Source: an optimization exercise on an open RTL-to-GDS flow (aim: small area and a short achievable clock period). Production flows keep margins and buffers that such runs may drop. No functional check of the RTL was part of any run shown here. No activity file was given, so power comes from the tool's default toggle rates.

==> flow/design.v, too long to show whole: its modules and the start of the top module <==
// module dsp_tdm_mac: 175 lines
// module tdm_mac_mul: 991 lines
// module tdm_mac_top: 22 lines
module tdm_mac_top (
  input  logic               clk,
  input  logic               rst,
  input  logic               ce,
  input  logic               in_valid,
  input  logic [1:0]         in_ch,
  input  logic [1:0]         mode,
  input  logic signed [17:0] a,
  input  logic signed [17:0] b,
  input  logic signed [17:0] d,
  input  logic [7:0]         acc_len,
  output logic               out_valid,
  output logic [1:0]         out_ch,
  output logic signed [39:0] p,
  output logic               ovf
);
  // ...
==> flow/run.sh <==
#!/bin/bash
# synth_recipe.tcl (not shown) runs the flow's synth.tcl, then flattens the netlist and writes it again
# the make line also repeats each setting of config.mk as NAME=value (left out here)
make -C /OpenROAD-flow-scripts/flow DESIGN_CONFIG=/design/flow/config.mk WORK_HOME=/design/flow/orfs CLKGATE_MAP_FILE= SYNTH_SCRIPT=/design/flow/synth_recipe.tcl finish
==> flow/config.mk <==
export PLATFORM = sky130hd
export DESIGN_NAME = tdm_mac_top
export DESIGN_NICKNAME = tdm_mac_top
export VERILOG_FILES = /design/flow/design.v
export SDC_FILE = /design/flow/constraint.sdc
export NUM_CORES = 4
export LEC_CHECK = 0
export CAP_MARGIN = 20
export CORE_MARGIN = 2
export CORE_UTILIZATION = 40
export SLEW_MARGIN = 20
==> flow/constraint.sdc <==
create_clock -name core_clock -period 8.2 [get_ports {clk}]
set_input_delay 1.6400 -clock core_clock [delete_from_list [all_inputs] [get_ports {clk}]]
set_output_delay 1.6400 -clock core_clock [all_outputs]
set_load 0.01 [all_outputs]
==> out/summary.txt, run 1 <==
Setup crit end kind = register
f_max = 0.215 GHz
Layout clock buffers = 50
H-tree level count = 2
placed cell count = 3214
Fin. Hold Viols = 0
final number of setup-violating endpoints = 0
status = finished clean
Pre-Repair DR Iteration Count = 6
cell area after layout = 0.0296 sq mm
number of remaining DRC errors = 0
syn_nets = 2723
Worst-Skew Late Latency = 560 ps
M3 GR Usage = 0.0268
EDFF count, synth = 367
RR Endpoint = u_mac.acc_r[2][36]
Power per Cell Area = 362 mW/mm^2
critical path cell sequence = buf_4, a22oi_1, nand2_1, ha_1, fa_1, a21oi_1, o22ai_1, o2111ai_1, a31oi_1, a2111oi_0, nor2_1, a221oi_1, o21ai_1, xnor2_1, o21ai_0
reg2reg setup slack = 3560 ps
Setup TNS = 0 ps
die area = 0.0681 sq mm
Row Count = 94
sequential area share after synthesis = 0.428
post-synthesis mux area share = 0.0115
Worst Setup SP = u_mac.sel3_r[3]
first-pass GRT wire length = 103000 um
Main power group = combinational logic
Setup Buffers After CTS = 0
Clock transition at path regs = 60 ps
Seq cells = 381
==> run 2: changes to the inputs <==
--- a/flow/config.mk
+++ b/flow/config.mk
@@ -10,2 +10,3 @@
 export CORE_UTILIZATION = 40
+export SETUP_SLACK_MARGIN = 4.0
 export SLEW_MARGIN = 20
==> run 2 against run 1 <==
  * Fmax is 15% higher
  * Clock power up 5%
  * Via count is 2.5% higher
  * Non-clock buffer count up 52
  * Sequential power down 2%
  * Utilization increased by 1.2 points
  * Combinational power is 3% higher
  * Synthesized cell count did not move
  * Total power increased by 2.2%
  * Highest routed layer unchanged
==> out/summary.txt, run 2 <==
status = finished clean
Initial Util = 0.403
routed vias = 19.0k
core area = 0.0656 sq mm
Setup crit end kind = register
critical path cell sequence = buf_8, a22oi_1, nand2_1, ha_1, o21ai_1, a21oi_1, o2111ai_2, a21boi_2, o21a_4, a31oi_4, o31ai_4, buf_4, nor2_4, buf_12, o31ai_1
Final Skew = 14.9 ps
Total Wirelength = 66800 um
TritonCTS clock tree = done
critical path class = register to register
Power per Cell Area = 361 mW/mm^2 (-0.42%)
most frequent cell after synthesis = edfxtp_1
I/O pin cnt = 114
max-cap violations = 0
Multi-input gate area = 0.0139 sq mm
layout cell share with drive strength beyond 1 = 0.0870
biggest regs = u_mac.acc_r x160, u_mac.prod3_r x37, u_mac.cnt1_r x32
post-DP HPWL = 42800 um
number of remaining DRC errors = 0 (unchanged)
Yosys top cell by area = edfxtp_1
worst hold slack = 421 ps
clock sinks = 381
Net count, final = 2801
largest stage delay on the critical path = 500 ps
Worst-Skew Late Latency = 560 ps (about the same)
final number of setup-violating endpoints = 0 (unchanged)
Fillers = 6000
LEAKAGE = 11.9 nW
vias per cell = 5.67
register area = 0.0113 sq mm
Netlist cell types = 76
fin crit period = 4050 ps
routability cong. = 0.842
die area = 0.0681 sq mm (unchanged)
Post-Syn Area = 0.0264 sq mm
die width = 261 um
GRT overflow = 0
Hold Path Class = register to register
Yosys top cell area share = 0.417
largest net degree at the start of global routing = 93
crit path DAT = 4340 ps
Rel. slew slack = 0.365
f_max = 0.247 GHz (+15%)
Pre-Repair DR Iteration Count = 5 (-1)
synth cell count leaders = edfxtp_1 (367), a22oi_1 (326), inv_1 (212)
Tcrit/Tclk final = 0.494
vias in the first global route = 19.1k
Worst Max-Slew Pin Slew = 952 ps
Fin. Hold Viols = 0 (unchanged)
antenna diode count = 0
sequential area share after synthesis = 0.428 (unchanged)
Clock transition at path regs = 60 ps (about the same)
unrepaired setup endpoints after global routing = yes
Top FF cell, synth = edfxtp_1
Synth Area per Inst = 11.1 sq um
CP max FO = 41
max reg flops = 160
Layout area overhead = 14.9%
EDFF count, synth = 367 (unchanged)
Biggest register = u_mac.acc_r
WL per Instance = 20.0 um
syn_nets = 2723 (unchanged)
slowest stage cell, crit path = o31ai_1
I/O Buffers = 113
Post-synth ARST share = 0
CP Launch Type = register
CTS Root Cell = clkbuf_16
Chip Height = 261 um
first-pass GRT wire length = 105000 um (+1.7%)
commonest non-fill, non-tap cell in the layout = edfxtp_1
CTS Buf Count = 42
Register-to-Register Path Depth = 15
largest cells by area after synthesis = edfxtp_1 (42%), fa_1 (9.4%), a22oi_1 (9.3%)
GRT Total Usage = 0.192
Yosys reg bits = 381
DRT iter0 DRCs = 1466
Req. time, crit path = 8490 ps
clk buf depth = 3
Hold Path Depth = 0
VDD IR max = 0.256 mV
CTS Hold Bufs = 0
Row Count = 94 (unchanged)
Synth warnings = 2
most frequent cells in the layout = edfxtp_1 (367), a22oi_1 (326), inv_1 (212), xnor2_1 (160), nand2_1 (153)
Max Slew Vio Count = 0
initial antenna violation count = 0
Setup TNS = 0 ps (unchanged)
Cells after Synth = 2372
H-tree level count = 2 (unchanged)
antenna-violating nets left = 0
==> run 2: cell counts after synthesis <==
No cell type changed its count.
==> run 2: worst max-delay path, delay by kind of cell (launching register included) <==
family / cells / cell delay [ps]
simple gates: 2 / 210
buf+inv: 3 / 630
fa+ha+maj: 1 / 400
flops: 1 / 390
compound gates: 9 / 2130
==> run 2: path summary, 6_finish.rpt <==
kind | from | end | slack, ps
worst max register to register | u_mac.sel3_r[2] | u_mac.acc_r[2][25] | 4150
worst min register to register | u_mac.lo2_r[5] | u_mac.prod3_r[5] | 420
worst min-delay path | u_mac.lo2_r[5] | u_mac.prod3_r[5] | 420
worst max-delay path | u_mac.sel3_r[2] | u_mac.acc_r[2][25] | 4150
==> run 2: cell families after synthesis <==
| kind of cell | count (synthesis) | synth area share |
|---|---|---|
| adders and majority gates | 281 | 0.168 |
| xor gates and xnor gates | 268 | 0.0889 |
| and+or+nand+nor | 358 | 0.0645 |
| AOI/OAI and AO/OA | 695 | 0.185 |
| DFF | 381 | 0.428 |
| buffers and inverters | 370 | 0.0539 |
| muxes | 19 | 0.0115 |
==> run 2: per-stage QoR <==
step                worst slack (ps)  utilization  total power, W  std cells  area (sq um)
finish                          4150        0.462          0.0109       3346         30300
global route                    3880        0.462          0.0119       3346         30300
CTS                             3970        0.456          0.0109       3318         29900
detailed placement              3110        0.429         0.00890       3214         28200
global placement                3150        0.429         0.00873       3214         28200
floorplan                       4010            -         0.00738       2372         26400
==> run 2: per-layer routing <==
metal | GRT usage | part of all wire | wire length [um]
met1 | 0.260 | 0.44 | 29300
met5 | 0 | 0 | 0
met2 | 0.325 | 0.48 | 31800
met3 | 0.0262 | 0.063 | 4190
met4 | 0.0554 | 0.022 | 1490
==> run 2: final cells by class <==
cell class                 count  area share
clock buffer                  47      0.0360
clock inverter                29      0.0107
inverter                     213      0.0263
multi-input combinational   1623       0.459
sequential                   381       0.372
tap                          864      0.0356
timing repair buffer         189      0.0599
==> run 2: where the power goes <==
group | leakage (nW) | internal (W) | switching (W) | total (W)
Sequential | 3.56 | 0.00307 | 0.000205 | 0.00327
Combinational | 7.66 | 0.00246 | 0.00327 | 0.00573
Clock | 0.687 | 0.00115 | 0.000781 | 0.00194
Total | 11.9 | 0.00669 | 0.00425 | 0.0109
==> run 2: what timing repair did <==
item | 4_1_cts | 5_1_grt
gates cloned | 1 | 1
pin swaps | 10 | 23
resized for setup | 23 | 47
hold endpoints to repair | 0 | 0
setup endpoints to repair | 170 | 159
buffers inserted | 27 | 26

==> re-timing with driven ports <==
How much do the figures lean on ideal ports? The routed layouts below were timed once more, with nothing changed but the port constraints. Step 1 (the two cells are an assumption about what drives the block):
set clk [get_ports {clk}]
set_driving_cell -lib_cell sky130_fd_sc_hd__clkbuf_16 $clk
set_driving_cell -lib_cell sky130_fd_sc_hd__buf_2 [delete_from_list [all_inputs] $clk]
Step 2 times the ports against the registers' clock, not the clock port: input delays grow and output delays shrink by t, the midpoint of the rising clock arrivals with the driver on. a / b / c = ideal / step 1 / step 2; a / b = the first two.
| run | t (ns) | setup WS [ns] | clock arrival spread, ns | slew at the worst register clock pin (ns) | pins driven straight from the clock port |
|---|---|---|---|---|---|
| run 1 | 0.614 | 3.557 / 3.557 / 3.011 | 0.018 / 0.018 | 0.06 / 0.06 | 1 |
| run 2 | 0.616 | 4.150 / 4.150 / 3.594 | 0.017 / 0.016 | 0.07 / 0.07 | 1 |
After both steps setup and hold are still met in every run listed. For run 2, which loses most, drivers alone change the setup slack by 0.000 ns; drivers and shift together by -0.556 ns.
